What follows belongs to an exercise in optimizing a design on an open flow for small area, a short achievable clock period and few clock cycles; a production flow would make more cautious choices. The RTL was checked by simulation tests, not by an equivalence proof against the original design.

==> flow/design.v <==
package ebv_pkg;
   localparam int unsigned ModBits     = 32;
   localparam int unsigned DigestBytes = 32;
   localparam int unsigned CountBits   = 6;
   localparam logic [CountBits-1:0] CountMax = 6'd63;
   localparam logic [ModBits-1:0] ModulusReset   = 32'd30803;
   localparam logic [ModBits-1:0] GeneratorReset = 32'd2;
   localparam logic [ModBits-1:0] PublicReset    = 32'd1;
   localparam logic [1:0] RegModulus   = 2'd0;
   localparam logic [1:0] RegGenerator = 2'd1;
   localparam logic [1:0] RegPublic    = 2'd2;
   localparam int unsigned MulK      = 4;
   localparam int unsigned MulCycles = 8;
   localparam int unsigned MontSteps = MulK * MulCycles;
   localparam logic [ModBits-1:0] R2Reset = 32'd18156;
endpackage
module ebv_modmul (
   input  logic        clock,
   input  logic        run,       
   input  logic [3:0]  a_dig,     
   input  logic [31:0] b,
   input  logic [31:0] modulus,
   input  logic [33:0] tp,        
   input  logic [3:0]  pinv,      
   input  logic [3:0]  ab_low,    
   input  logic        ld,        
   input  logic [31:0] ld_val,
   input  logic        dbl,       
   output logic [31:0] res,
   output logic [3:0]  sum_lo,    
   output logic [3:0]  dif_lo,    
   output logic        lt,        
   output logic        m1         
);
   localparam int W = 40;
   logic [33:0] ss_ff, sc_ff;
   logic [7:0]  lo_ff;            
   logic        ci;
   logic [W-1:0] r_s, r_c, a0, a1, a2, a3, ql, qh;
   logic [W-1:0] e1s, e1c, e2s, e2c, e3s, e3c, es, ec;
   logic [W-1:0] f1s, f1c, os, oc;
   logic [3:0]  t, q;
   logic [1:0]  cy2;
   logic [34:0] sum, dif;
   logic [33:0] ds, dc;
   function automatic logic [2*W-1:0] csa(input logic [W-1:0] x, input logic [W-1:0] y,
                                          input logic [W-1:0] z);
      logic [W-1:0] s, c;
      s = x ^ y ^ z;
      c = {((x & y) | (x & z) | (y & z)), 1'b0};
      csa = {s, c};
   endfunction
   always_comb begin
      ci  = |lo_ff;
      r_s = W'(ss_ff);
      r_c = W'(sc_ff);
      a0  = a_dig[0] ? W'(b)      : '0;
      a1  = a_dig[1] ? W'(b) << 1 : '0;
      a2  = a_dig[2] ? W'(b) << 2 : '0;
      a3  = a_dig[3] ? W'(b) << 3 : '0;
      a1[0] = ci;
      unique case ({ss_ff[1:0], sc_ff[1:0], ab_low[1:0], ci})
         7'd0: {cy2, t[1:0]} = 4'd0;
         7'd1: {cy2, t[1:0]} = 4'd1;
         7'd2: {cy2, t[1:0]} = 4'd1;
         7'd3: {cy2, t[1:0]} = 4'd2;
         7'd4: {cy2, t[1:0]} = 4'd2;
         7'd5: {cy2, t[1:0]} = 4'd3;
         7'd6: {cy2, t[1:0]} = 4'd3;
         7'd7: {cy2, t[1:0]} = 4'd4;
         7'd8: {cy2, t[1:0]} = 4'd1;
         7'd9: {cy2, t[1:0]} = 4'd2;
         7'd10: {cy2, t[1:0]} = 4'd2;
         7'd11: {cy2, t[1:0]} = 4'd3;
         7'd12: {cy2, t[1:0]} = 4'd3;
         7'd13: {cy2, t[1:0]} = 4'd4;
         7'd14: {cy2, t[1:0]} = 4'd4;
         7'd15: {cy2, t[1:0]} = 4'd5;
         7'd16: {cy2, t[1:0]} = 4'd2;
         7'd17: {cy2, t[1:0]} = 4'd3;
         7'd18: {cy2, t[1:0]} = 4'd3;
         7'd19: {cy2, t[1:0]} = 4'd4;
         7'd20: {cy2, t[1:0]} = 4'd4;
         7'd21: {cy2, t[1:0]} = 4'd5;
         7'd22: {cy2, t[1:0]} = 4'd5;
         7'd23: {cy2, t[1:0]} = 4'd6;
         7'd24: {cy2, t[1:0]} = 4'd3;
         7'd25: {cy2, t[1:0]} = 4'd4;
         7'd26: {cy2, t[1:0]} = 4'd4;
         7'd27: {cy2, t[1:0]} = 4'd5;
         7'd28: {cy2, t[1:0]} = 4'd5;
         7'd29: {cy2, t[1:0]} = 4'd6;
         7'd30: {cy2, t[1:0]} = 4'd6;
         7'd31: {cy2, t[1:0]} = 4'd7;
         7'd32: {cy2, t[1:0]} = 4'd1;
         7'd33: {cy2, t[1:0]} = 4'd2;
         7'd34: {cy2, t[1:0]} = 4'd2;
         7'd35: {cy2, t[1:0]} = 4'd3;
         7'd36: {cy2, t[1:0]} = 4'd3;
         7'd37: {cy2, t[1:0]} = 4'd4;
         7'd38: {cy2, t[1:0]} = 4'd4;
         7'd39: {cy2, t[1:0]} = 4'd5;
         7'd40: {cy2, t[1:0]} = 4'd2;
         7'd41: {cy2, t[1:0]} = 4'd3;
         7'd42: {cy2, t[1:0]} = 4'd3;
         7'd43: {cy2, t[1:0]} = 4'd4;
         7'd44: {cy2, t[1:0]} = 4'd4;
         7'd45: {cy2, t[1:0]} = 4'd5;
         7'd46: {cy2, t[1:0]} = 4'd5;
         7'd47: {cy2, t[1:0]} = 4'd6;
         7'd48: {cy2, t[1:0]} = 4'd3;
         7'd49: {cy2, t[1:0]} = 4'd4;
         7'd50: {cy2, t[1:0]} = 4'd4;
         7'd51: {cy2, t[1:0]} = 4'd5;
         7'd52: {cy2, t[1:0]} = 4'd5;
         7'd53: {cy2, t[1:0]} = 4'd6;
         7'd54: {cy2, t[1:0]} = 4'd6;
         7'd55: {cy2, t[1:0]} = 4'd7;
         7'd56: {cy2, t[1:0]} = 4'd4;
         7'd57: {cy2, t[1:0]} = 4'd5;
         7'd58: {cy2, t[1:0]} = 4'd5;
         7'd59: {cy2, t[1:0]} = 4'd6;
         7'd60: {cy2, t[1:0]} = 4'd6;
         7'd61: {cy2, t[1:0]} = 4'd7;
         7'd62: {cy2, t[1:0]} = 4'd7;
         7'd63: {cy2, t[1:0]} = 4'd8;
         7'd64: {cy2, t[1:0]} = 4'd2;
         7'd65: {cy2, t[1:0]} = 4'd3;
         7'd66: {cy2, t[1:0]} = 4'd3;
         7'd67: {cy2, t[1:0]} = 4'd4;
         7'd68: {cy2, t[1:0]} = 4'd4;
         7'd69: {cy2, t[1:0]} = 4'd5;
         7'd70: {cy2, t[1:0]} = 4'd5;
         7'd71: {cy2, t[1:0]} = 4'd6;
         7'd72: {cy2, t[1:0]} = 4'd3;
         7'd73: {cy2, t[1:0]} = 4'd4;
         7'd74: {cy2, t[1:0]} = 4'd4;
         7'd75: {cy2, t[1:0]} = 4'd5;
         7'd76: {cy2, t[1:0]} = 4'd5;
         7'd77: {cy2, t[1:0]} = 4'd6;
         7'd78: {cy2, t[1:0]} = 4'd6;
         7'd79: {cy2, t[1:0]} = 4'd7;
         7'd80: {cy2, t[1:0]} = 4'd4;
         7'd81: {cy2, t[1:0]} = 4'd5;
         7'd82: {cy2, t[1:0]} = 4'd5;
         7'd83: {cy2, t[1:0]} = 4'd6;
         7'd84: {cy2, t[1:0]} = 4'd6;
         7'd85: {cy2, t[1:0]} = 4'd7;
         7'd86: {cy2, t[1:0]} = 4'd7;
         7'd87: {cy2, t[1:0]} = 4'd8;
         7'd88: {cy2, t[1:0]} = 4'd5;
         7'd89: {cy2, t[1:0]} = 4'd6;
         7'd90: {cy2, t[1:0]} = 4'd6;
         7'd91: {cy2, t[1:0]} = 4'd7;
         7'd92: {cy2, t[1:0]} = 4'd7;
         7'd93: {cy2, t[1:0]} = 4'd8;
         7'd94: {cy2, t[1:0]} = 4'd8;
         7'd95: {cy2, t[1:0]} = 4'd9;
         7'd96: {cy2, t[1:0]} = 4'd3;
         7'd97: {cy2, t[1:0]} = 4'd4;
         7'd98: {cy2, t[1:0]} = 4'd4;
         7'd99: {cy2, t[1:0]} = 4'd5;
         7'd100: {cy2, t[1:0]} = 4'd5;
         7'd101: {cy2, t[1:0]} = 4'd6;
         7'd102: {cy2, t[1:0]} = 4'd6;
         7'd103: {cy2, t[1:0]} = 4'd7;
         7'd104: {cy2, t[1:0]} = 4'd4;
         7'd105: {cy2, t[1:0]} = 4'd5;
         7'd106: {cy2, t[1:0]} = 4'd5;
         7'd107: {cy2, t[1:0]} = 4'd6;
         7'd108: {cy2, t[1:0]} = 4'd6;
         7'd109: {cy2, t[1:0]} = 4'd7;
         7'd110: {cy2, t[1:0]} = 4'd7;
         7'd111: {cy2, t[1:0]} = 4'd8;
         7'd112: {cy2, t[1:0]} = 4'd5;
         7'd113: {cy2, t[1:0]} = 4'd6;
         7'd114: {cy2, t[1:0]} = 4'd6;
         7'd115: {cy2, t[1:0]} = 4'd7;
         7'd116: {cy2, t[1:0]} = 4'd7;
         7'd117: {cy2, t[1:0]} = 4'd8;
         7'd118: {cy2, t[1:0]} = 4'd8;
         7'd119: {cy2, t[1:0]} = 4'd9;
         7'd120: {cy2, t[1:0]} = 4'd6;
         7'd121: {cy2, t[1:0]} = 4'd7;
         7'd122: {cy2, t[1:0]} = 4'd7;
         7'd123: {cy2, t[1:0]} = 4'd8;
         7'd124: {cy2, t[1:0]} = 4'd8;
         7'd125: {cy2, t[1:0]} = 4'd9;
         7'd126: {cy2, t[1:0]} = 4'd9;
         7'd127: {cy2, t[1:0]} = 4'd10;
         default: {cy2, t[1:0]} = 4'd0;
      endcase
      unique case ({ss_ff[3:2], sc_ff[3:2], ab_low[3:2], cy2})
         8'd0: t[3:2] = 2'd0;
         8'd1: t[3:2] = 2'd1;
         8'd2: t[3:2] = 2'd2;
         8'd3: t[3:2] = 2'd3;
         8'd4: t[3:2] = 2'd1;
         8'd5: t[3:2] = 2'd2;
         8'd6: t[3:2] = 2'd3;
         8'd7: t[3:2] = 2'd0;
         8'd8: t[3:2] = 2'd2;
         8'd9: t[3:2] = 2'd3;
         8'd10: t[3:2] = 2'd0;
         8'd11: t[3:2] = 2'd1;
         8'd12: t[3:2] = 2'd3;
         8'd13: t[3:2] = 2'd0;
         8'd14: t[3:2] = 2'd1;
         8'd15: t[3:2] = 2'd2;
         8'd16: t[3:2] = 2'd1;
         8'd17: t[3:2] = 2'd2;
         8'd18: t[3:2] = 2'd3;
         8'd19: t[3:2] = 2'd0;
         8'd20: t[3:2] = 2'd2;
         8'd21: t[3:2] = 2'd3;
         8'd22: t[3:2] = 2'd0;
         8'd23: t[3:2] = 2'd1;
         8'd24: t[3:2] = 2'd3;
         8'd25: t[3:2] = 2'd0;
         8'd26: t[3:2] = 2'd1;
         8'd27: t[3:2] = 2'd2;
         8'd28: t[3:2] = 2'd0;
         8'd29: t[3:2] = 2'd1;
         8'd30: t[3:2] = 2'd2;
         8'd31: t[3:2] = 2'd3;
         8'd32: t[3:2] = 2'd2;
         8'd33: t[3:2] = 2'd3;
         8'd34: t[3:2] = 2'd0;
         8'd35: t[3:2] = 2'd1;
         8'd36: t[3:2] = 2'd3;
         8'd37: t[3:2] = 2'd0;
         8'd38: t[3:2] = 2'd1;
         8'd39: t[3:2] = 2'd2;
         8'd40: t[3:2] = 2'd0;
         8'd41: t[3:2] = 2'd1;
         8'd42: t[3:2] = 2'd2;
         8'd43: t[3:2] = 2'd3;
         8'd44: t[3:2] = 2'd1;
         8'd45: t[3:2] = 2'd2;
         8'd46: t[3:2] = 2'd3;
         8'd47: t[3:2] = 2'd0;
         8'd48: t[3:2] = 2'd3;
         8'd49: t[3:2] = 2'd0;
         8'd50: t[3:2] = 2'd1;
         8'd51: t[3:2] = 2'd2;
         8'd52: t[3:2] = 2'd0;
         8'd53: t[3:2] = 2'd1;
         8'd54: t[3:2] = 2'd2;
         8'd55: t[3:2] = 2'd3;
         8'd56: t[3:2] = 2'd1;
         8'd57: t[3:2] = 2'd2;
         8'd58: t[3:2] = 2'd3;
         8'd59: t[3:2] = 2'd0;
         8'd60: t[3:2] = 2'd2;
         8'd61: t[3:2] = 2'd3;
         8'd62: t[3:2] = 2'd0;
         8'd63: t[3:2] = 2'd1;
         8'd64: t[3:2] = 2'd1;
         8'd65: t[3:2] = 2'd2;
         8'd66: t[3:2] = 2'd3;
         8'd67: t[3:2] = 2'd0;
         8'd68: t[3:2] = 2'd2;
         8'd69: t[3:2] = 2'd3;
         8'd70: t[3:2] = 2'd0;
         8'd71: t[3:2] = 2'd1;
         8'd72: t[3:2] = 2'd3;
         8'd73: t[3:2] = 2'd0;
         8'd74: t[3:2] = 2'd1;
         8'd75: t[3:2] = 2'd2;
         8'd76: t[3:2] = 2'd0;
         8'd77: t[3:2] = 2'd1;
         8'd78: t[3:2] = 2'd2;
         8'd79: t[3:2] = 2'd3;
         8'd80: t[3:2] = 2'd2;
         8'd81: t[3:2] = 2'd3;
         8'd82: t[3:2] = 2'd0;
         8'd83: t[3:2] = 2'd1;
         8'd84: t[3:2] = 2'd3;
         8'd85: t[3:2] = 2'd0;
         8'd86: t[3:2] = 2'd1;
         8'd87: t[3:2] = 2'd2;
         8'd88: t[3:2] = 2'd0;
         8'd89: t[3:2] = 2'd1;
         8'd90: t[3:2] = 2'd2;
         8'd91: t[3:2] = 2'd3;
         8'd92: t[3:2] = 2'd1;
         8'd93: t[3:2] = 2'd2;
         8'd94: t[3:2] = 2'd3;
         8'd95: t[3:2] = 2'd0;
         8'd96: t[3:2] = 2'd3;
         8'd97: t[3:2] = 2'd0;
         8'd98: t[3:2] = 2'd1;
         8'd99: t[3:2] = 2'd2;
         8'd100: t[3:2] = 2'd0;
         8'd101: t[3:2] = 2'd1;
         8'd102: t[3:2] = 2'd2;
         8'd103: t[3:2] = 2'd3;
         8'd104: t[3:2] = 2'd1;
         8'd105: t[3:2] = 2'd2;
         8'd106: t[3:2] = 2'd3;
         8'd107: t[3:2] = 2'd0;
         8'd108: t[3:2] = 2'd2;
         8'd109: t[3:2] = 2'd3;
         8'd110: t[3:2] = 2'd0;
         8'd111: t[3:2] = 2'd1;
         8'd112: t[3:2] = 2'd0;
         8'd113: t[3:2] = 2'd1;
         8'd114: t[3:2] = 2'd2;
         8'd115: t[3:2] = 2'd3;
         8'd116: t[3:2] = 2'd1;
         8'd117: t[3:2] = 2'd2;
         8'd118: t[3:2] = 2'd3;
         8'd119: t[3:2] = 2'd0;
         8'd120: t[3:2] = 2'd2;
         8'd121: t[3:2] = 2'd3;
         8'd122: t[3:2] = 2'd0;
         8'd123: t[3:2] = 2'd1;
         8'd124: t[3:2] = 2'd3;
         8'd125: t[3:2] = 2'd0;
         8'd126: t[3:2] = 2'd1;
         8'd127: t[3:2] = 2'd2;
         8'd128: t[3:2] = 2'd2;
         8'd129: t[3:2] = 2'd3;
         8'd130: t[3:2] = 2'd0;
         8'd131: t[3:2] = 2'd1;
         8'd132: t[3:2] = 2'd3;
         8'd133: t[3:2] = 2'd0;
         8'd134: t[3:2] = 2'd1;
         8'd135: t[3:2] = 2'd2;
         8'd136: t[3:2] = 2'd0;
         8'd137: t[3:2] = 2'd1;
         8'd138: t[3:2] = 2'd2;
         8'd139: t[3:2] = 2'd3;
         8'd140: t[3:2] = 2'd1;
         8'd141: t[3:2] = 2'd2;
         8'd142: t[3:2] = 2'd3;
         8'd143: t[3:2] = 2'd0;
         8'd144: t[3:2] = 2'd3;
         8'd145: t[3:2] = 2'd0;
         8'd146: t[3:2] = 2'd1;
         8'd147: t[3:2] = 2'd2;
         8'd148: t[3:2] = 2'd0;
         8'd149: t[3:2] = 2'd1;
         8'd150: t[3:2] = 2'd2;
         8'd151: t[3:2] = 2'd3;
         8'd152: t[3:2] = 2'd1;
         8'd153: t[3:2] = 2'd2;
         8'd154: t[3:2] = 2'd3;
         8'd155: t[3:2] = 2'd0;
         8'd156: t[3:2] = 2'd2;
         8'd157: t[3:2] = 2'd3;
         8'd158: t[3:2] = 2'd0;
         8'd159: t[3:2] = 2'd1;
         8'd160: t[3:2] = 2'd0;
         8'd161: t[3:2] = 2'd1;
         8'd162: t[3:2] = 2'd2;
         8'd163: t[3:2] = 2'd3;
         8'd164: t[3:2] = 2'd1;
         8'd165: t[3:2] = 2'd2;
         8'd166: t[3:2] = 2'd3;
         8'd167: t[3:2] = 2'd0;
         8'd168: t[3:2] = 2'd2;
         8'd169: t[3:2] = 2'd3;
         8'd170: t[3:2] = 2'd0;
         8'd171: t[3:2] = 2'd1;
         8'd172: t[3:2] = 2'd3;
         8'd173: t[3:2] = 2'd0;
         8'd174: t[3:2] = 2'd1;
         8'd175: t[3:2] = 2'd2;
         8'd176: t[3:2] = 2'd1;
         8'd177: t[3:2] = 2'd2;
         8'd178: t[3:2] = 2'd3;
         8'd179: t[3:2] = 2'd0;
         8'd180: t[3:2] = 2'd2;
         8'd181: t[3:2] = 2'd3;
         8'd182: t[3:2] = 2'd0;
         8'd183: t[3:2] = 2'd1;
         8'd184: t[3:2] = 2'd3;
         8'd185: t[3:2] = 2'd0;
         8'd186: t[3:2] = 2'd1;
         8'd187: t[3:2] = 2'd2;
         8'd188: t[3:2] = 2'd0;
         8'd189: t[3:2] = 2'd1;
         8'd190: t[3:2] = 2'd2;
         8'd191: t[3:2] = 2'd3;
         8'd192: t[3:2] = 2'd3;
         8'd193: t[3:2] = 2'd0;
         8'd194: t[3:2] = 2'd1;
         8'd195: t[3:2] = 2'd2;
         8'd196: t[3:2] = 2'd0;
         8'd197: t[3:2] = 2'd1;
         8'd198: t[3:2] = 2'd2;
         8'd199: t[3:2] = 2'd3;
         8'd200: t[3:2] = 2'd1;
         8'd201: t[3:2] = 2'd2;
         8'd202: t[3:2] = 2'd3;
         8'd203: t[3:2] = 2'd0;
         8'd204: t[3:2] = 2'd2;
         8'd205: t[3:2] = 2'd3;
         8'd206: t[3:2] = 2'd0;
         8'd207: t[3:2] = 2'd1;
         8'd208: t[3:2] = 2'd0;
         8'd209: t[3:2] = 2'd1;
         8'd210: t[3:2] = 2'd2;
         8'd211: t[3:2] = 2'd3;
         8'd212: t[3:2] = 2'd1;
         8'd213: t[3:2] = 2'd2;
         8'd214: t[3:2] = 2'd3;
         8'd215: t[3:2] = 2'd0;
         8'd216: t[3:2] = 2'd2;
         8'd217: t[3:2] = 2'd3;
         8'd218: t[3:2] = 2'd0;
         8'd219: t[3:2] = 2'd1;
         8'd220: t[3:2] = 2'd3;
         8'd221: t[3:2] = 2'd0;
         8'd222: t[3:2] = 2'd1;
         8'd223: t[3:2] = 2'd2;
         8'd224: t[3:2] = 2'd1;
         8'd225: t[3:2] = 2'd2;
         8'd226: t[3:2] = 2'd3;
         8'd227: t[3:2] = 2'd0;
         8'd228: t[3:2] = 2'd2;
         8'd229: t[3:2] = 2'd3;
         8'd230: t[3:2] = 2'd0;
         8'd231: t[3:2] = 2'd1;
         8'd232: t[3:2] = 2'd3;
         8'd233: t[3:2] = 2'd0;
         8'd234: t[3:2] = 2'd1;
         8'd235: t[3:2] = 2'd2;
         8'd236: t[3:2] = 2'd0;
         8'd237: t[3:2] = 2'd1;
         8'd238: t[3:2] = 2'd2;
         8'd239: t[3:2] = 2'd3;
         8'd240: t[3:2] = 2'd2;
         8'd241: t[3:2] = 2'd3;
         8'd242: t[3:2] = 2'd0;
         8'd243: t[3:2] = 2'd1;
         8'd244: t[3:2] = 2'd3;
         8'd245: t[3:2] = 2'd0;
         8'd246: t[3:2] = 2'd1;
         8'd247: t[3:2] = 2'd2;
         8'd248: t[3:2] = 2'd0;
         8'd249: t[3:2] = 2'd1;
         8'd250: t[3:2] = 2'd2;
         8'd251: t[3:2] = 2'd3;
         8'd252: t[3:2] = 2'd1;
         8'd253: t[3:2] = 2'd2;
         8'd254: t[3:2] = 2'd3;
         8'd255: t[3:2] = 2'd0;
         default: t[3:2] = 2'd0;
      endcase
      unique case ({pinv[3:1], t})
         7'd0: q = 4'd0;
         7'd1: q = 4'd1;
         7'd2: q = 4'd2;
         7'd3: q = 4'd3;
         7'd4: q = 4'd4;
         7'd5: q = 4'd5;
         7'd6: q = 4'd6;
         7'd7: q = 4'd7;
         7'd8: q = 4'd8;
         7'd9: q = 4'd9;
         7'd10: q = 4'd10;
         7'd11: q = 4'd11;
         7'd12: q = 4'd12;
         7'd13: q = 4'd13;
         7'd14: q = 4'd14;
         7'd15: q = 4'd15;
         7'd16: q = 4'd0;
         7'd17: q = 4'd3;
         7'd18: q = 4'd6;
         7'd19: q = 4'd9;
         7'd20: q = 4'd12;
         7'd21: q = 4'd15;
         7'd22: q = 4'd2;
         7'd23: q = 4'd5;
         7'd24: q = 4'd8;
         7'd25: q = 4'd11;
         7'd26: q = 4'd14;
         7'd27: q = 4'd1;
         7'd28: q = 4'd4;
         7'd29: q = 4'd7;
         7'd30: q = 4'd10;
         7'd31: q = 4'd13;
         7'd32: q = 4'd0;
         7'd33: q = 4'd5;
         7'd34: q = 4'd10;
         7'd35: q = 4'd15;
         7'd36: q = 4'd4;
         7'd37: q = 4'd9;
         7'd38: q = 4'd14;
         7'd39: q = 4'd3;
         7'd40: q = 4'd8;
         7'd41: q = 4'd13;
         7'd42: q = 4'd2;
         7'd43: q = 4'd7;
         7'd44: q = 4'd12;
         7'd45: q = 4'd1;
         7'd46: q = 4'd6;
         7'd47: q = 4'd11;
         7'd48: q = 4'd0;
         7'd49: q = 4'd7;
         7'd50: q = 4'd14;
         7'd51: q = 4'd5;
         7'd52: q = 4'd12;
         7'd53: q = 4'd3;
         7'd54: q = 4'd10;
         7'd55: q = 4'd1;
         7'd56: q = 4'd8;
         7'd57: q = 4'd15;
         7'd58: q = 4'd6;
         7'd59: q = 4'd13;
         7'd60: q = 4'd4;
         7'd61: q = 4'd11;
         7'd62: q = 4'd2;
         7'd63: q = 4'd9;
         7'd64: q = 4'd0;
         7'd65: q = 4'd9;
         7'd66: q = 4'd2;
         7'd67: q = 4'd11;
         7'd68: q = 4'd4;
         7'd69: q = 4'd13;
         7'd70: q = 4'd6;
         7'd71: q = 4'd15;
         7'd72: q = 4'd8;
         7'd73: q = 4'd1;
         7'd74: q = 4'd10;
         7'd75: q = 4'd3;
         7'd76: q = 4'd12;
         7'd77: q = 4'd5;
         7'd78: q = 4'd14;
         7'd79: q = 4'd7;
         7'd80: q = 4'd0;
         7'd81: q = 4'd11;
         7'd82: q = 4'd6;
         7'd83: q = 4'd1;
         7'd84: q = 4'd12;
         7'd85: q = 4'd7;
         7'd86: q = 4'd2;
         7'd87: q = 4'd13;
         7'd88: q = 4'd8;
         7'd89: q = 4'd3;
         7'd90: q = 4'd14;
         7'd91: q = 4'd9;
         7'd92: q = 4'd4;
         7'd93: q = 4'd15;
         7'd94: q = 4'd10;
         7'd95: q = 4'd5;
         7'd96: q = 4'd0;
         7'd97: q = 4'd13;
         7'd98: q = 4'd10;
         7'd99: q = 4'd7;
         7'd100: q = 4'd4;
         7'd101: q = 4'd1;
         7'd102: q = 4'd14;
         7'd103: q = 4'd11;
         7'd104: q = 4'd8;
         7'd105: q = 4'd5;
         7'd106: q = 4'd2;
         7'd107: q = 4'd15;
         7'd108: q = 4'd12;
         7'd109: q = 4'd9;
         7'd110: q = 4'd6;
         7'd111: q = 4'd3;
         7'd112: q = 4'd0;
         7'd113: q = 4'd15;
         7'd114: q = 4'd14;
         7'd115: q = 4'd13;
         7'd116: q = 4'd12;
         7'd117: q = 4'd11;
         7'd118: q = 4'd10;
         7'd119: q = 4'd9;
         7'd120: q = 4'd8;
         7'd121: q = 4'd7;
         7'd122: q = 4'd6;
         7'd123: q = 4'd5;
         7'd124: q = 4'd4;
         7'd125: q = 4'd3;
         7'd126: q = 4'd2;
         7'd127: q = 4'd1;
         default: q = 4'd0;
      endcase
      unique case (q[1:0])
         2'd0:    ql = '0;
         2'd1:    ql = W'(modulus);
         2'd2:    ql = W'(modulus) << 1;
         default: ql = W'(tp);
      endcase
      unique case (q[3:2])
         2'd0:    qh = '0;
         2'd1:    qh = W'(modulus) << 2;
         2'd2:    qh = W'(modulus) << 3;
         default: qh = W'(tp) << 2;
      endcase
      {e1s, e1c} = csa(r_s, r_c, a0);
      {e2s, e2c} = csa(a1, a2, a3);
      {e3s, e3c} = csa(e1s, e1c, e2s);
      {es, ec}   = csa(e3s, e3c, e2c);
      {f1s, f1c} = csa(es, ec, ql);
      {os, oc}   = csa(f1s, f1c, qh);
      sum = {1'b0, ss_ff} + {1'b0, sc_ff} + {34'd0, ci};
      ds  = ss_ff ^ sc_ff ^ {2'b11, ~modulus};
      dc  = {(ss_ff[32:0] & sc_ff[32:0]) | (ss_ff[32:0] & {1'b1, ~modulus}) |
             (sc_ff[32:0] & {1'b1, ~modulus}), ci};
      dif = {1'b1, ds} + {1'b0, dc} + 35'd1;
      res = dif[34] ? sum[31:0] : dif[31:0];
      lt  = dif[34];
      sum_lo = sum[3:0];
      dif_lo = dif[3:0];
      m1  = &dif;
   end
   always_ff @(posedge clock) begin
      if (run) begin
         ss_ff <= os[37:4];
         sc_ff <= oc[37:4];
         lo_ff <= {os[3:0], oc[3:0]};
      end else begin
         ss_ff <= ld ? {2'b00, ld_val} : (dbl ? {res, 1'b0} : '0);
         sc_ff <= '0;
         lo_ff <= '0;
      end
   end
endmodule
module ebv_seq (
   input  logic                              clock,
   input  logic                              reset,
   input  logic [31:0]                       modulus,
   input  logic [31:0]                       generator,
   input  logic [31:0]                       public_value,
   input  logic                              mod_write,
   input  logic                              pub_write,
   input  logic                              req_valid,
   output logic                              req_ready,
   input  logic [72:0]                       req_data,
   output logic                              rsp_valid,
   input  logic                              rsp_ready,
   output logic [2:0]                        rsp_data
);
   localparam int C = ebv_pkg::MulCycles;
   localparam logic [4:0] S_IDLE = 5'd0,  S_R2C  = 5'd1,  S_CHK  = 5'd2,  S_LDR2 = 5'd3,
                          S_CVY  = 5'd4,  S_CVR  = 5'd5,  S_CVG  = 5'd6,  S_GSQ  = 5'd7,
                          S_GMUL = 5'd8,  S_GRED = 5'd9,  S_CVYR = 5'd11,
                          S_YTOP = 5'd12, S_YLD  = 5'd13, S_YSQ  = 5'd14, S_YMUL = 5'd15,
                          S_YRED = 5'd16, S_DONE = 5'd17, S_CMP  = 5'd18, S_CHKS = 5'd19,
                          S_CHKD = 5'd20;
   localparam logic [2:0] A_ACC = 3'd0, A_Y = 3'd1, A_R = 3'd2, A_G = 3'd3, A_ONE = 3'd4,
                          A_BG = 3'd5, A_BY = 3'd6, A_TAB = 3'd7;
   logic [4:0]  state_ff, state_in, follow_ff, follow;
   logic [3:0]  cnt_ff, cnt_in;
   logic [31:0] acc_ff, acc_in;
   logic [31:0] by_ff, br_ff, byr_ff, bg_ff;
   logic [31:0] r2_ff;
   logic [33:0] tp_ff;
   logic [3:0]  pinv, a_dig_ff, a_dig_in, ab_low_ff, ab_low_in;
   logic        dirty_ff;
   logic        yok_ff;           
   logic [4:0]  ei_ff, ei_in;
   logic [2:0]  hi_ff, hi_in;
   logic [1:0]  tsel_ff;
   logic        hb_ff, hz_ff, nz_ff, rlt_ff, slt_ff, sm1_ff, ok_ff;
   logic [ebv_pkg::CountBits-1:0] count_ff;
   logic        run_ff, rv_ff;
   logic [2:0]  out_ff;
   logic [7:0]  h_in;
   logic [31:0] r_in, s_in;
   logic        last_in, rs_bit, accept;
   logic        mm, mm_last, all_v, acc_mm;
   logic [2:0]  asel_in, asel_cur;
   logic [3:0]  a_mid, a_other, acc_low_in, res_sum_lo, res_dif_lo;
   logic [3:0]  acc_lo_s, acc_lo_d, a_first_s, a_first_d;
   logic [31:0] tab, mres, a_src;
   logic [31:0] a_ext;
   logic        mlt, mm1, ld, dbl;
   logic [31:0] ld_val;
   logic [ebv_pkg::CountBits-1:0] count_inc;
   assign h_in    = req_data[72:65];
   assign r_in    = req_data[64:33];
   assign s_in    = req_data[32:1];
   assign last_in = req_data[0];
   assign rs_bit   = r_in[ei_ff] | s_in[ei_ff];
   assign mm = (state_ff == S_CVY) || (state_ff == S_CVR) || (state_ff == S_CVG) ||
               (state_ff == S_GSQ) || (state_ff == S_GMUL) || (state_ff == S_CVYR) ||
               (state_ff == S_YSQ) || (state_ff == S_YMUL);
   assign acc_mm = (state_ff == S_CVG) || (state_ff == S_GSQ) || (state_ff == S_GMUL) ||
                   (state_ff == S_YSQ) || (state_ff == S_YMUL);
   assign mm_last = (cnt_ff == 4'(C));
   always_comb begin
      unique case ((state_ff == S_GRED) ? 2'b01 : tsel_ff)
         2'b10:   tab = by_ff;
         2'b01:   tab = br_ff;
         default: tab = byr_ff;
      endcase
   end
   ebv_modmul u_mul (
      .clock   (clock),
      .run     (mm && !mm_last),
      .a_dig   (a_dig_ff),
      .b       (acc_ff),
      .modulus (modulus),
      .tp      (tp_ff),
      .pinv    (pinv),
      .ab_low  (ab_low_ff),
      .ld      (ld || (state_ff == S_IDLE && dirty_ff)),
      .ld_val  (ld_val),
      .dbl     (dbl),
      .res     (mres),
      .sum_lo  (res_sum_lo),
      .dif_lo  (res_dif_lo),
      .lt      (mlt),
      .m1      (mm1)
   );
   always_comb begin
      unique case (modulus[3:1])
         3'd0: pinv = 4'd15;
         3'd1: pinv = 4'd5;
         3'd2: pinv = 4'd3;
         3'd3: pinv = 4'd9;
         3'd4: pinv = 4'd7;
         3'd5: pinv = 4'd13;
         3'd6: pinv = 4'd11;
         default: pinv = 4'd1;
      endcase
   end
   assign ld     = (state_ff == S_IDLE && !dirty_ff) || (state_ff == S_CHK);
   assign ld_val = (state_ff == S_CHK) ? s_in : (dirty_ff ? 32'd2 : r_in);
   assign dbl    = (state_ff == S_R2C);
   assign count_inc = (count_ff < ebv_pkg::CountMax) ? count_ff + 1'b1 : count_ff;
   assign all_v     = run_ff && ok_ff;
   assign req_ready = (state_ff == S_DONE) && !rv_ff;
   assign accept    = req_valid && req_ready;
   assign rsp_valid = rv_ff;
   assign rsp_data  = out_ff;
   always_comb begin
      unique case (state_ff)
         S_CVY:   follow = S_CVR;
         S_CVR:   follow = S_CVG;
         S_CVG:   follow = (hz_ff || hi_ff == 3'd0) ? S_GRED : S_GSQ;
         S_GSQ:   follow = hb_ff ? S_GMUL : ((hi_ff == 3'd0) ? S_GRED : S_GSQ);
         S_GMUL:  follow = (hi_ff == 3'd0) ? S_GRED : S_GSQ;
         S_CVYR:  follow = S_YTOP;
         S_YSQ:   follow = (tsel_ff != 2'b00) ? S_YMUL : ((ei_ff == 5'd0) ? S_CMP : S_YSQ);
         S_YMUL:  follow = (ei_ff == 5'd0) ? S_CMP : S_YSQ;
         default: follow = S_IDLE;
      endcase
   end
   always_comb begin
      state_in = state_ff;
      cnt_in   = (mm && !mm_last) ? cnt_ff + 4'd1 : 4'd0;
      acc_in   = acc_ff;
      ei_in    = ei_ff;
      hi_in    = hi_ff;
      if ((state_ff == S_CHK) || (state_ff == S_CHKS) || (state_ff == S_CHKD) ||
          (state_ff == S_LDR2) || (state_ff == S_CVY) || (state_ff == S_CVR)) begin
         if (!h_in[hi_ff] && hi_ff != 3'd0) hi_in = hi_ff - 3'd1;
      end
      if ((state_ff == S_CHK) || (state_ff == S_CHKS) || (state_ff == S_CHKD) ||
          (state_ff == S_LDR2) || (state_ff == S_CVY) || (state_ff == S_CVR) || (state_ff == S_CVG) ||
          (state_ff == S_GRED) || (state_ff == S_CVYR) || (state_ff == S_YTOP)) begin
         if (!rs_bit && ei_ff != 5'd0) ei_in = ei_ff - 5'd1;
      end
      if (mm && mm_last) begin
         state_in = follow_ff;
         if (acc_mm) acc_in = mres;
         if (follow_ff == S_GSQ) hi_in = hi_ff - 3'd1;
         if (follow_ff == S_YSQ) ei_in = ei_ff - 5'd1;
      end
      unique case (state_ff)
         S_IDLE: begin
            if (dirty_ff) begin
               {hi_in, ei_in} = 8'd0;
               state_in = S_R2C;
            end else begin
               ei_in = 5'd31;
               hi_in = 3'd7;
               if (req_valid) begin
                  state_in = S_CHK;
               end
            end
         end
         S_R2C: begin
            {hi_in, ei_in} = {hi_ff, ei_ff} + 8'd1;
            if ({hi_ff, ei_ff} == 8'(2 * ebv_pkg::MontSteps - 1)) state_in = S_IDLE;
            if (mod_write) state_in = S_IDLE;
         end
         S_CHK: begin
            state_in = S_CHKS;
         end
         S_CHKS: state_in = S_CHKD;
         S_CHKD: state_in = (nz_ff && rlt_ff && slt_ff && !sm1_ff) ? S_LDR2 : S_DONE;
         S_LDR2: begin
            acc_in   = r2_ff;
            state_in = yok_ff ? S_CVR : S_CVY;
         end
         S_GRED: begin
            acc_in   = tab;
            state_in = S_CVYR;
         end
         S_YTOP: if (tsel_ff != 2'b00) state_in = S_YLD;
         S_YLD: begin
            acc_in = tab;
            if (ei_ff == 5'd0) state_in = S_CMP;
            else begin
               ei_in    = ei_ff - 5'd1;
               state_in = S_YSQ;
            end
         end
         S_CMP: state_in = S_DONE;
         S_DONE: if (accept) state_in = S_IDLE;
         default: ;
      endcase
   end
   always_comb begin
      acc_low_in = acc_ff[3:0];
      unique case (state_ff)
         S_LDR2:         acc_low_in = r2_ff[3:0];
         S_GRED, S_YLD:  acc_low_in = tab[3:0];
         default: ;
      endcase
   end
   function automatic logic [3:0] mul4(input logic [3:0] x, input logic [3:0] y);
      logic t1, t2, t3, c1;
      t1 = x[2] & y[0];
      t2 = x[1] & y[1];
      t3 = x[0] & y[2];
      c1 = x[1] & y[0] & x[0] & y[1];
      mul4[0] = x[0] & y[0];
      mul4[1] = (x[1] & y[0]) ^ (x[0] & y[1]);
      mul4[2] = t1 ^ t2 ^ t3 ^ c1;
      mul4[3] = (x[3] & y[0]) ^ (x[2] & y[1]) ^ (x[1] & y[2]) ^ (x[0] & y[3]) ^
                (t1 & t2) ^ (t1 & t3) ^ (t1 & c1) ^ (t2 & t3) ^ (t2 & c1) ^ (t3 & c1);
   endfunction
   function automatic logic [2:0] asel_of(input logic [4:0] st, input logic hz);
      unique case (st)
         S_CVY:   asel_of = A_Y;
         S_CVR:   asel_of = A_R;
         S_CVG:   asel_of = hz ? A_ONE : A_G;
         S_GMUL:  asel_of = A_BG;
         S_CVYR:  asel_of = A_BY;
         S_YMUL:  asel_of = A_TAB;
         default: asel_of = A_ACC;
      endcase
   endfunction
   always_comb begin
      asel_cur = asel_of(state_ff, hz_ff);
      unique case (state_ff)
         S_LDR2:  asel_in = yok_ff ? A_R : A_Y;
         S_GRED:  asel_in = A_BY;
         default: asel_in = (mm && mm_last) ? asel_of(follow_ff, hz_ff) : A_ACC;
      endcase
      unique case (asel_cur)
         A_Y:     a_src = public_value;
         A_R:     a_src = br_ff;
         A_G:     a_src = generator;
         A_ONE:   a_src = 32'd1;
         A_BG:    a_src = bg_ff;
         A_BY:    a_src = by_ff;
         A_TAB:   a_src = tab;
         default: a_src = acc_ff;
      endcase
      a_ext   = 32'(a_src);
      unique case (cnt_ff)
         4'd0:    a_mid = a_ext[7:4];
         4'd1:    a_mid = a_ext[11:8];
         4'd2:    a_mid = a_ext[15:12];
         4'd3:    a_mid = a_ext[19:16];
         4'd4:    a_mid = a_ext[23:20];
         4'd5:    a_mid = a_ext[27:24];
         4'd6:    a_mid = a_ext[31:28];
         default: a_mid = 4'd0;
      endcase
      unique case (asel_in)
         A_Y:     a_other = public_value[3:0];
         A_R:     a_other = br_ff[3:0];
         A_G:     a_other = generator[3:0];
         A_ONE:   a_other = 4'd1;
         A_BG:    a_other = bg_ff[3:0];
         A_BY:    a_other = by_ff[3:0];
         A_TAB:   a_other = tab[3:0];
         default: a_other = 4'd0;
      endcase
      acc_lo_s  = (mm && mm_last && acc_mm) ? res_sum_lo : acc_low_in;
      acc_lo_d  = (mm && mm_last && acc_mm) ? res_dif_lo : acc_low_in;
      a_first_s = (asel_in == A_ACC) ? acc_lo_s : a_other;
      a_first_d = (asel_in == A_ACC) ? acc_lo_d : a_other;
      if (mm && !mm_last) begin
         a_dig_in  = a_mid;
         ab_low_in = mul4(a_mid, acc_ff[3:0]);
      end else if (mlt) begin
         a_dig_in  = a_first_s;
         ab_low_in = mul4(a_first_s, acc_lo_s);
      end else begin
         a_dig_in  = a_first_d;
         ab_low_in = mul4(a_first_d, acc_lo_d);
      end
   end
   always_ff @(posedge clock) begin
      if (reset) begin
         state_ff <= S_IDLE;
         dirty_ff <= 1'b0;
         yok_ff   <= 1'b0;
         r2_ff    <= ebv_pkg::R2Reset;
         count_ff <= '0;
         run_ff   <= 1'b1;
         rv_ff    <= 1'b0;
      end else begin
         state_ff <= state_in;
         if (mod_write || pub_write) yok_ff <= 1'b0;
         else if (mm && mm_last && state_ff == S_CVY) yok_ff <= 1'b1;
         if (mod_write) dirty_ff <= 1'b1;
         else if (state_ff == S_R2C && state_in == S_IDLE) dirty_ff <= 1'b0;
         if (state_ff == S_R2C && {hi_ff, ei_ff} == 8'(2 * ebv_pkg::MontSteps - 1))
            r2_ff <= mres[31:0];
         if (rv_ff && rsp_ready) rv_ff <= 1'b0;
         if (accept) begin
            rv_ff <= 1'b1;
            if (last_in) begin
               count_ff <= '0;
               run_ff   <= 1'b1;
            end else begin
               count_ff <= count_inc;
               run_ff   <= all_v;
            end
         end
      end
      cnt_ff    <= cnt_in;
      follow_ff <= follow;
      acc_ff    <= acc_in;
      a_dig_ff  <= a_dig_in;
      ab_low_ff <= ab_low_in;
      ei_ff     <= ei_in;
      hi_ff     <= hi_in;
      tsel_ff   <= {r_in[ei_ff], s_in[ei_ff]};
      hb_ff     <= h_in[hi_ff];
      hz_ff     <= (hi_ff == 3'd0) && !h_in[0];
      tp_ff     <= {2'b00, modulus} + {1'b0, modulus, 1'b0};
      nz_ff     <= (modulus >= 32'd3) && (r_in != 32'd0) && (s_in != 32'd0);
      rlt_ff    <= (state_ff == S_CHKS) ? rlt_ff : mlt;
      slt_ff    <= mlt;
      sm1_ff    <= mm1;
      if (mm && mm_last && state_ff == S_CVR) br_ff <= mres;
      else if (state_ff == S_CHK) br_ff <= r_in;
      if (mm && mm_last && state_ff == S_CVY) by_ff <= mres;
      if (mm && mm_last && state_ff == S_CVYR) byr_ff <= mres;
      if (mm && mm_last && state_ff == S_CVG) bg_ff <= mres;
      else if (state_ff == S_GRED) bg_ff <= acc_ff;
      if (state_ff == S_CHKD) ok_ff <= 1'b0;
      if (state_ff == S_CMP) ok_ff <= (acc_ff == bg_ff);
      if (accept) begin
         out_ff[2] <= ok_ff;
         out_ff[0] <= last_in;
         out_ff[1] <= last_in ? (all_v && (count_inc == ebv_pkg::CountBits'(ebv_pkg::DigestBytes)))
                              : all_v;
      end
   end
endmodule
module elgamal_byte_verifier_top (
   input  logic                              clock,
   input  logic                              reset,
   input  logic                              req_valid,
   output logic                              req_ready,
   input  logic [72:0]                       req_data,
   output logic                              rsp_valid,
   input  logic                              rsp_ready,
   output logic [2:0]                        rsp_data,
   input  logic                              psel,
   input  logic                              penable,
   input  logic                              pwrite,
   input  logic [3:0]                        paddr,
   input  logic [31:0]                       pwdata,
   output logic [31:0]                       prdata,
   output logic                              pready
);
   logic [ebv_pkg::ModBits-1:0] mod_ff, gen_ff, pub_ff;
   logic                        wr_en;
   assign pready = 1'b1;
   assign wr_en  = psel && penable && pwrite && (paddr[1:0] == 2'b00);
   always_ff @(posedge clock) begin
      if (reset) begin
         mod_ff <= ebv_pkg::ModulusReset;
         gen_ff <= ebv_pkg::GeneratorReset;
         pub_ff <= ebv_pkg::PublicReset;
      end else if (wr_en) begin
         if (paddr[3:2] == ebv_pkg::RegModulus)   mod_ff <= pwdata;
         if (paddr[3:2] == ebv_pkg::RegGenerator) gen_ff <= pwdata;
         if (paddr[3:2] == ebv_pkg::RegPublic)    pub_ff <= pwdata;
      end
   end
   always_comb begin
      unique case (paddr[3:2])
         ebv_pkg::RegModulus:   prdata = mod_ff;
         ebv_pkg::RegGenerator: prdata = gen_ff;
         ebv_pkg::RegPublic:    prdata = pub_ff;
         default:               prdata = '0;
      endcase
   end
   ebv_seq u_seq (
      .clock        (clock),
      .reset        (reset),
      .modulus      (mod_ff),
      .generator    (gen_ff),
      .public_value (pub_ff),
      .mod_write    (wr_en && !reset && (paddr[3:2] == ebv_pkg::RegModulus)),
      .pub_write    (wr_en && !reset && (paddr[3:2] == ebv_pkg::RegPublic)),
      .req_valid    (req_valid),
      .req_ready    (req_ready),
      .req_data     (req_data),
      .rsp_valid    (rsp_valid),
      .rsp_ready    (rsp_ready),
      .rsp_data     (rsp_data)
   );
endmodule
==> flow/standard.sh <==
#!/bin/bash
# synth_recipe.tcl (not shown) runs the flow's synth.tcl, then flattens the netlist and writes it again
# the make line also repeats each setting of config.mk as NAME=value (left out here)
make -C /OpenROAD-flow-scripts/flow DESIGN_CONFIG=/design/flow/config.mk WORK_HOME=/design/flow/orfs CLKGATE_MAP_FILE= SYNTH_SCRIPT=/design/flow/synth_recipe.tcl "${@:-finish}"
==> flow/constraint.sdc <==
create_clock -name core_clock -period 8.0 [get_ports {clock}]
set_input_delay 1.6000 -clock core_clock [delete_from_list [all_inputs] [get_ports {clock}]]
set_output_delay 1.6000 -clock core_clock [all_outputs]
set_load 0.01 [all_outputs]
==> flow/flow/run.sh <==
#!/bin/bash
# Layout flow: the standard flow, but letting the resizer pick any cell
# of the same function when it sizes (not only cells of the same footprint).
set -euo pipefail
bash standard.sh MATCH_CELL_FOOTPRINT=0 finish > standard.log 2>&1
==> flow/config.mk <==
export PLATFORM = sky130hd
export DESIGN_NAME = elgamal_byte_verifier_top
export DESIGN_NICKNAME = elgamal_byte_verifier_top
export VERILOG_FILES = /design/flow/design.v
export SDC_FILE = /design/flow/constraint.sdc
export NUM_CORES = 4
export LEC_CHECK = 0
export CAP_MARGIN = 30
export CORE_MARGIN = 2
export CORE_UTILIZATION = 60
export SETUP_SLACK_MARGIN = 3.2
export SLEW_MARGIN = 30
==> results of run 1 <==
[what timing repair did]
action                     CTS  global route
pin swaps                   39            83
buffers inserted            36            25
resized for setup          158           133
setup endpoints to repair  304           136
gates cloned                 5             1
[metal layers]
metal / share of wire, % / GRT usage, % / wire length, um / vias up
met3: 13 / 14.2 / 19000 / 725
met1: 33 / 54.9 / 48000 / 16129
met4: 11 / 40.2 / 15700 / 2
li1: - / - / - / 14315
met5: 0.0091 / 0 / 13 / -
met2: 42 / 69.3 / 60600 / 2619
[worst max-delay path by stage]
stage | end | slack (ns) | start | cells after the start
6_report | u_seq.u_mul.ss_ff[22] | 2.96 | u_seq.u_mul.lo_ff[4] | 18
5_1_grt | u_seq.u_mul.ss_ff[22] | 2.87 | u_seq.u_mul.lo_ff[4] | 22
4_1_cts | u_seq.u_mul.ss_ff[0] | 3.08 | u_seq.u_mul.lo_ff[6] | 20
3_5_place_dp | u_seq.u_mul.ss_ff[1] | 1.73 | u_seq.u_mul.lo_ff[5] | 19
3_3_place_gp | u_seq.ab_low_ff[1] | 1.54 | u_seq.state_ff[0] | 16
2_1_floorplan | u_seq.u_mul.ss_ff[22] | 3.44 | u_seq.u_mul.lo_ff[5] | 19
[cell families after synthesis]
group                    Yosys count  synth area share [%]
adder cells (fa/ha/maj)          386                  18.6
other                              1                0.0106
AND/OR/NAND/NOR                 1216                  16.3
buffers and inverters            622                  6.89
flip-flops                       446                  30.0
AO/OA/AOI/OAI                   1107                  20.6
XOR/XNOR                         146                  3.67
multiplexers                     106                  3.95
[worst register-to-register path, cell delays in order (launching register included)]
cell	delay [ns]
dfxtp_1	0.30
nor2_1	0.13
nand3_2	0.15
buf_4	0.18
ha_4	0.17
nor3b_4	0.16
o41ai_4	0.26
nor2_2	0.08
o31ai_4	0.42
xnor2_4	0.22
mux4_2	0.58
mux2i_4	0.22
nand2_2	0.09
a31o_4	0.34
a22oi_1	0.25
o21ai_2	0.12
fa_2	0.49
a222oi_1	0.57
o21ai_1	0.15
[layout make-up]
type / count / area (sq um) / share of cell area [%]
timing repair inverter: 2 / 17.5 / 0.0430
clock buffer: 67 / 1420 / 3.48
sequential: 446 / 10600 / 26.0
timing repair buffer: 269 / 2610 / 6.40
tap: 765 / 957 / 2.35
inverter: 397 / 1510 / 3.71
clock inverter: 31 / 332 / 0.813
multi-input combinational: 2965 / 23300 / 57.1
antenna: 5 / 12.5 / 0.0307
[metrics by stage]
step           worst slack [ns]  hold slack [ns]  area [sq um]
6_report                   2.96            0.444         40800
3_3_place_gp               1.54            0.442         37200
3_5_place_dp               1.73            0.447         37300
2_1_floorplan              3.44            0.435         35200
5_1_grt                    2.87            0.450         40800
4_1_cts                    3.08            0.455         40000
[placed cells by master, fill, tap and decap left out, types with 47 or more instances in the layout]
cell type / n
a22oi_1: 77
and2_1: 156
inv_1: 388
dfxtp_1: 270
nand3_1: 48
nor2_1: 192
buf_4: 91
fa_1: 222
clkdlybuf4s50_1: 146
xnor2_1: 96
a21o_1: 47
o21ai_0: 210
nand2_1: 533
a21oi_1: 316
ha_1: 154
edfxtp_1: 165
clkbuf_16: 53
mux2i_1: 52
==> results.cfg, run 1 <==
[clock_network]
cts_tree = done
clkLatencyLatePin_ns = 0.65
cts_buffer_depth = 3
ctsHoldBuffers = 0
cts_root_buf = clkbuf_16
htree_levels = 2
path_clk_slew_ns = 0.06
cts_made_buffers = 52
clock_sinks = 446

[layout]
n_fill_cell = 4492
nets = 4635
areaGrowthSynthToFinish_pct = 15.8
fin_cells = 4947
top_register = u_seq.tp_ff
layout-drive-gt1-share_pct = 11.1
largest_register_ffs = 34
fin_util_pct = 70.4
top_regs = u_seq.tp_ff x34, u_seq.u_mul.sc_ff x33, u_seq.u_mul.ss_ff x33

[setup_path]
cp_num_buf_inv = 1
cp-start-kind = flop
path_delay_family = compound AO/OA/AOI/OAI gates
path_class = flop to flop
cp_cell_sequence = nor2_1, nand3_2, buf_4, ha_4, nor3b_4, o41ai_4, nor2_2, o31ai_4, xnor2_4, mux4_2, mux2i_4, nand2_2, a31o_4, a22oi_1, o21ai_2, fa_2, a222oi_1, o21ai_1
arrival_ns = 5.53
crit_required_ns = 8.49
r2r_slack_ns = 2.96
critPathCaptureType = flop
reg2reg_depth = 18
timing.rr.start = u_seq.u_mul.lo_ff[4]
slowest_delay_ns = 0.58
slowest_stage = mux4_2
worst-path-max-fanout = 6
crit-reg2reg-capture = u_seq.u_mul.ss_ff[22]

[timing]
finalSetupTns_ns = 0
post-route-period-util_pct = 63.0
skew_ns = 0.0273
slew_headroom_pct = 29.2
setup_viol = 0
hold_viol_final = 0
worstMarginPinSlew_ns = 1.06
rsz0062_at_grt = true
fmax_mhz = 198
min_period_ns = 5.04
maxSlewViolCount = 0

[die]
die_h_um = 246
dieArea_sq_um = 60600
core-area_sq_um = 57900
die_w_um = 246
num_io_pins = 154
start_util_pct = 60.8
rows = 88

[routing]
first_pass_iters = 7
wire_per_inst_um = 29.0
ant_nets = 0
vias_per_cell = 6.83
drt-total-wl_mm = 143
vias = 33790
drc_errors = 0
drt-initial-drc-count = 4863

[place]
dp.cells = 4777
place_hpwl_mm = 103
port_buffers = 152
globalplace.congestion = 1.07

[hold_path]
hp-class = flop to flop
whs_endpoint = u_seq.tp_ff[0]
holdPathStages = 0
min_from = mod_ff[0]

[job]
cap_violations = 0

[global_route]
grt_max_degree = 79
grtUsageTotal_pct = 46.6
antenna_found_initial = 7
grt_pass1_wl_mm = 207
grt.overflow.total = 0
grt_pass1_vias = 32432

[synth]
synth_enable_flop_cells = 165
synthFlopType = dfxtp_1
synth_seq_area_share_pct = 30.0
syn_nets = 4532
yosys_warnings = 3
synth.cell_area_sq_um = 35200
synthTopCellsByCount = nand2_1, inv_1, a21oi_1, dfxtp_1, o21ai_0
synth.most_common_cell = nand2_1
synth_top_area_cell = dfxtp_1
syn_inst = 4030
avgSynthCellArea_sq_um = 8.74
synth_top_area_share_pct = 16.0
synthArstFlopShare_pct = 0
synth_cell_types = 104
ys_ff_latch = 446
synthTopCellsByArea = dfxtp_1, edfxtp_1, fa_1

[run_status]
outcome = finished clean
Testbench counts, summed over its fixed seeds: cycles 305,692.
==> run 2: changes to the inputs <==
==> flow/run.sh (new file) <==
#!/bin/bash
# synth_recipe.tcl (not shown) runs the flow's synth.tcl, then flattens the netlist and writes it again
# the make line also repeats each setting of config.mk as NAME=value (left out here)
make -C /OpenROAD-flow-scripts/flow DESIGN_CONFIG=/design/flow/config.mk WORK_HOME=/design/flow/orfs CLKGATE_MAP_FILE= SYNTH_SCRIPT=/design/flow/synth_recipe.tcl finish
removed: flow/flow/run.sh
removed: flow/standard.sh
==> results.cfg, run 2 <==
[place]
postPlaceCellArea_sq_um = 37300
globalplace.congestion = 1.07
place_hpwl_mm = 103
port_buffers = 152
dp.cells = 4777

[timing]
setup_viol = 0
fmax_mhz = 201
finalSetupTns_ns = 0
slew_headroom_pct = 29.9
maxSlewViolCount = 0
hold_viol_final = 0
worstMarginPinSlew_ns = 1.05
rsz0062_at_grt = true
skew_ns = 0.0325
post-route-period-util_pct = 62.1
min_period_ns = 4.97

[synth]
synth_enable_flop_cells = 165
syn_nets = 4532
synth_top_area_share_pct = 16.0
synth.most_common_cell = nand2_1
synth_seq_area_share_pct = 30.0
yosys_warnings = 3
ys_ff_latch = 446
avgSynthCellArea_sq_um = 8.74
syn_inst = 4030
synthFlopType = dfxtp_1
synthTopCellsByArea = dfxtp_1, edfxtp_1, fa_1
synth_cell_types = 104
synth_top_area_cell = dfxtp_1
synth.cell_area_sq_um = 35200
synthArstFlopShare_pct = 0
synthTopCellsByCount = nand2_1, inv_1, a21oi_1, dfxtp_1, o21ai_0

[setup_path]
slowest_stage = mux4_2
arrival_ns = 5.46
crit_required_ns = 8.49
reg2reg_depth = 20
cp-start-kind = flop
path_class = flop to flop
cp_cell_sequence = nor2_4, nand3_4, inv_4, ha_4, o21ba_4, o41ai_4, nor2_2, o31ai_4, xnor2_4, mux4_2, clkinv_1, mux2i_4, nor3_2, nor3_4, nand2b_4, buf_4, o21ai_2, fa_2, a222oi_1, o21ai_1
critPathCaptureType = flop
slowest_delay_ns = 0.58
worst-path-max-fanout = 7

[clock_network]
cts_made_buffers = 52
ctsHoldBuffers = 0
cts_tree = done
htree_levels = 2
cts_root_buf = clkbuf_16
clock_sinks = 446
clkLatencyLatePin_ns = 0.65
path_clk_slew_ns = 0.06
cts_buffer_depth = 3

[global_route]
grt_pass1_vias = 32498
grtUsageTotal_pct = 46.8
grt.overflow.total = 0
grt_util_met3_pct = 13.8
grt_max_degree = 79
antenna_found_initial = 12
grtUsageMet2_pct = 69.9
busiest_layer = met2
met1_usage_pct = 55.3
grt_pass1_wl_mm = 208

[routing]
wire_per_inst_um = 29.0
drt-initial-drc-count = 5061
drc_errors = 0
ant_nets = 0
vias = 33834
vias_per_cell = 6.84
drt-total-wl_mm = 143
first_pass_iters = 12

[hold_path]
hp-class = flop to flop
holdPathStages = 0

[die]
rows = 88
num_io_pins = 154
dieArea_sq_um = 60600
die_w_um = 246
start_util_pct = 60.8
die_h_um = 246
core-area_sq_um = 57900

[layout]
areaGrowthSynthToFinish_pct = 16.0
final_common_cell = nand2_1
n_fill_cell = 4478
top_register = u_seq.tp_ff
nets = 4637
fin_cells = 4948
layout-drive-gt1-share_pct = 11.1
top_regs = u_seq.tp_ff x34, u_seq.u_mul.sc_ff x33, u_seq.u_mul.ss_ff x33
final_area_sq_um = 40900
layout_common_cells = nand2_1, inv_1, a21oi_1, dfxtp_1, fa_1
largest_register_ffs = 34

[job]
cap_violations = 0

[run_status]
outcome = finished clean
==> run 2: path summary, 6_finish.rpt <==
path | slack (ns) | from | end
max reg2reg | 3.03 | u_seq.u_mul.lo_ff[4] | u_seq.u_mul.ss_ff[22]
max | 3.03 | u_seq.u_mul.lo_ff[4] | u_seq.u_mul.ss_ff[22]
min | 0.45 | mod_ff[0] | u_seq.tp_ff[0]
min reg2reg | 0.45 | mod_ff[0] | u_seq.tp_ff[0]
==> run 2: logic make-up after synthesis <==
kind of cell    after synthesis  share of synthesized area, %
compound gates             1107                          20.6
other cells                   1                        0.0106
simple gates               1216                          16.3
fa+ha+maj                   386                          18.6
mux                         106                          3.95
buf+inv                     622                          6.89
xor+xnor                    146                          3.67
flops                       446                          30.0
==> run 2: timing repair <==
action	CTS	global route
endpoints found under the hold margin	0	0
setup buffers	36	28
setup endpoints to repair	304	143
pin swaps	40	57
gates cloned	4	1
gates resized for setup	171	131
==> run 2: critical path, delay by kind of cell, from the launching register on <==
family / cells / cell delay, ns
xor gates and xnor gates: 1 / 0.24
AOI/OAI and AO/OA: 6 / 1.73
DFF: 1 / 0.33
muxes: 2 / 0.67
buffers and inverters: 3 / 0.35
adders and majority gates: 2 / 0.66
and+or+nand+nor: 6 / 0.83
==> run 2: per-stage QoR <==
step | hold slack, ns | util [%] | setup WS, ns
floorplan | 0.435 | - | 3.44
global placement | 0.442 | 64.3 | 1.54
detailed placement | 0.447 | 64.3 | 1.73
CTS | 0.455 | 69.3 | 3.08
global route | 0.456 | 70.5 | 2.90
finish | 0.449 | 70.6 | 3.03
==> run 2: routing by layer <==
metal / wire length, um / share of wire [%] / vias up
met5: 91 / 0.063 / -
met3: 19200 / 13 / 700
met1: 47400 / 33 / 16181
met4: 15100 / 11 / 10
met2: 61500 / 43 / 2642
li1: - / - / 14301
==> run 2: cell type report <==
| cell class | count | area [sq um] | area share [%] |
|---|---|---|---|
| multi-input combinational | 2964 | 23200 | 56.9 |
| timing repair inverter | 2 | 20.0 | 0.0490 |
| sequential | 446 | 10600 | 26.0 |
| tap | 765 | 957 | 2.34 |
| inverter | 397 | 1520 | 3.72 |
| antenna | 4 | 10.0 | 0.0245 |
| timing repair buffer | 272 | 2650 | 6.49 |
| clock buffer | 67 | 1410 | 3.44 |
| clock inverter | 31 | 449 | 1.10 |
==> run 3: changes to the inputs <==
--- a/flow/design.v
+++ b/flow/design.v
@@ -652,3 +652,3 @@
    logic [31:0] r2_ff;
-   logic [33:0] tp_ff;
+   logic [33:0] tp;
    logic [3:0]  pinv, a_dig_ff, a_dig_in, ab_low_ff, ab_low_in;
@@ -693,2 +693,3 @@
    end
+   assign tp = {2'b00, modulus} + {1'b0, modulus, 1'b0};
    ebv_modmul u_mul (
@@ -699,3 +700,3 @@
       .modulus (modulus),
-      .tp      (tp_ff),
+      .tp      (tp),
       .pinv    (pinv),
@@ -934,3 +935,2 @@
       hz_ff     <= (hi_ff == 3'd0) && !h_in[0];
-      tp_ff     <= {2'b00, modulus} + {1'b0, modulus, 1'b0};
       nz_ff     <= (modulus >= 32'd3) && (r_in != 32'd0) && (s_in != 32'd0);
==> results.cfg, run 3 <==
[global_route]
antenna_found_initial = 4
grtUsageTotal_pct = 46.0
grt.overflow.total = 0
grt_pass1_wl_mm = 204
grt_max_degree = 76
grt_pass1_vias = 32439

[timing]
finalSetupTns_ns = 0
maxSlewViolCount = 0
setup_viol = 0
skew_ns = 0.0388
worstMarginPinSlew_ns = 0.975
slew_headroom_pct = 34.3
rsz0062_at_grt = true
post-route-period-util_pct = 64.4
fmax_mhz = 194
hold_viol_final = 0
min_period_ns = 5.16

[layout]
layout_common_cells = nand2_1, inv_1, a21oi_1, fa_1, dfxtp_1
top_regs = u_seq.u_mul.sc_ff x33, u_seq.u_mul.ss_ff x33
nets = 4668
areaGrowthSynthToFinish_pct = 16.3
fin_util_pct = 70.9
final_area_sq_um = 40200
layout-drive-gt1-share_pct = 12.3
final_common_cell = nand2_1

[setup_path]
slowest_stage = a222oi_1
path_delay_family = compound AO/OA/AOI/OAI gates
critPathMostFrequentCell = inv_1
path_class = flop to flop
crit_required_ns = 8.43
timing.rr.start = u_seq.u_mul.lo_ff[3]
critPathCaptureType = flop
cp_num_buf_inv = 7
slowest_delay_ns = 0.78
worst-path-max-fanout = 31
cp-start-kind = flop
r2r_slack_ns = 2.84
crit-reg2reg-capture = u_seq.u_mul.ss_ff[0]
reg2reg_depth = 20
arrival_ns = 5.59
cp_cell_sequence = nor2_2, nand3_4, buf_12, ha_4, buf_4, mux2i_1, o22ai_1, a21oi_2, inv_1, nand2_1, o21ai_2, buf_4, nor2_2, buf_6, a21oi_1, fa_1, inv_1, fa_2, a222oi_1, inv_1

[synth]
synth_top_area_share_pct = 14.3
synth_top_area_cell = edfxtp_1
synth_enable_flop_cells = 165
synth_seq_area_share_pct = 28.6
syn_nets = 4506
yosys_warnings = 3
synthArstFlopShare_pct = 0
synthTopCellsByArea = edfxtp_1, dfxtp_1, fa_1
synthTopCellsByCount = nand2_1, inv_1, a21oi_1, dfxtp_1
synthFlopType = dfxtp_1
synth.cell_area_sq_um = 34600
synth.most_common_cell = nand2_1
syn_inst = 4006
avgSynthCellArea_sq_um = 8.63
ys_ff_latch = 412
synth_cell_types = 98

[hold_path]
whs_endpoint = u_seq.r2_ff[5]
min_from = u_seq.r2_ff[5]
hp-class = flop to flop
holdPathStages = 1

[die]
start_util_pct = 61.0
core-area_sq_um = 56700
die_w_um = 244
die_h_um = 244
rows = 87
dieArea_sq_um = 59600
num_io_pins = 154

[place]
postPlaceCellArea_sq_um = 36800
port_buffers = 152
globalplace.congestion = 1.05
place_hpwl_mm = 101

[routing]
drt-total-wl_mm = 141
ant_nets = 0
vias = 33964
drc_errors = 0
wire_per_inst_um = 28.4
vias_per_cell = 6.84
drt-initial-drc-count = 5161
first_pass_iters = 8

[clock_network]
cts_made_buffers = 47
cts_buffer_depth = 3
path_clk_slew_ns = 0.06
clock_sinks = 412
htree_levels = 2
cts_root_buf = clkbuf_16
clkLatencyLatePin_ns = 0.62
cts_tree = done

[job]
cap_violations = 0

[run_status]
outcome = finished clean
==> run 3: changes by cell type in the layout (fill, tap and decap cells not counted), sizes merged, moves of 20 or more <==
cell | before | now
dfxtp | 281 | 247
and2 | 159 | 122
buf | 122 | 184
and3 | 14 | 73
a21oi | 326 | 361
o2bb2ai | 4 | 31
a222oi | 29 | 51
o221ai | 31 | 11
o21ai | 272 | 235
a221o | 30 | 2
==> run 3: worst max path at each step <==
stage / slack (ns) / depth (start not counted) / end / start
6_report: 2.84 / 20 / u_seq.u_mul.ss_ff[0] / u_seq.u_mul.lo_ff[3]
5_1_grt: 2.80 / 20 / u_seq.u_mul.ss_ff[0] / u_seq.u_mul.lo_ff[3]
4_1_cts: 3.00 / 18 / u_seq.ab_low_ff[3] / u_seq.state_ff[1]
3_5_place_dp: 1.47 / 16 / u_seq.ab_low_ff[3] / u_seq.state_ff[3]
3_3_place_gp: 1.55 / 16 / u_seq.ab_low_ff[3] / u_seq.state_ff[3]
2_1_floorplan: 3.40 / 19 / u_seq.u_mul.ss_ff[27] / mod_ff[1]
==> run 3: cell families after synthesis <==
kind of cell	Yosys count	share of synthesized area, %
compound gates	1113	21.4
buf+inv	616	6.90
mux	95	3.63
other cells	1	0.0108
flops	412	28.6
fa+ha+maj	384	18.8
simple gates	1233	16.6
xor+xnor	152	3.95
==> run 3: routing by layer <==
| layer | share of wire, % | GRT usage (%) |
|---|---|---|
| met1 | 34 | 54.9 |
| met2 | 43 | 69.6 |
| met5 | 0.015 | 0 |
| met4 | 11 | 38.9 |
| met3 | 13 | 12.0 |
==> run 3: repair_timing <==
item	4_1_cts	5_1_grt
gates resized for setup	190	112
endpoints found under the setup margin	250	79
buffers inserted	39	53
hold buffers	0	0
pin swaps	37	51
gates cloned	6	1
==> run 3: metrics by stage <==
stage	cells	setup WS (ns)	hold slack (ns)
final	4967	2.84	0.469
after global routing	4963	2.80	0.481
after CTS	4902	3.00	0.461
after detailed placement	4769	1.47	0.452
after global placement	4768	1.55	0.444
after floorplan	4006	3.40	0.435
==> run 3: layout make-up <==
cell class | instances | area [sq um]
multi-input cells | 2980 | 23100
fillers | 4429 | 16500
inverters | 388 | 1470
diodes | 4 | 10.0
well taps | 756 | 946
flip-flops and latches | 412 | 9970
repair buffers | 339 | 3190
clock inverters | 22 | 195
clock buffers | 66 | 1330
Testbench counts of run 3, summed over its fixed seeds: cycles 305,692.

-- what the ideal ports hide --
How much do the figures lean on ideal ports? The routed layouts below were timed once more, with nothing changed but the port constraints.
Step 1, drivers: a clkbuf_16 drives clock and a buf_2 each remaining input, both assumed.
Step 2, shift: input delay + t, output delay - t, t = (earliest + latest rising clock arrival at the registers) / 2. This alone moves slack from input paths to output paths.
Three values: ideal ports, drivers, drivers and shift; two values: the first two.
run | shift t [ns] | setup slack, ns | latest minus earliest clock arrival (ns) | cell pins on the clock port's net
run 1 | 0.696 | 2.958 / 2.958 / 2.848 | 0.028 / 0.028 | 1
run 2 | 0.708 | 3.030 / 3.030 / 2.910 | 0.032 / 0.032 | 1
run 3 | 0.663 | 2.845 / 2.845 / 2.639 | 0.041 / 0.041 | 1
After both steps every run listed still meets setup and hold. For run 3, which loses most, drivers alone change the setup slack by 0.000 ns; drivers and shift together by -0.206 ns.
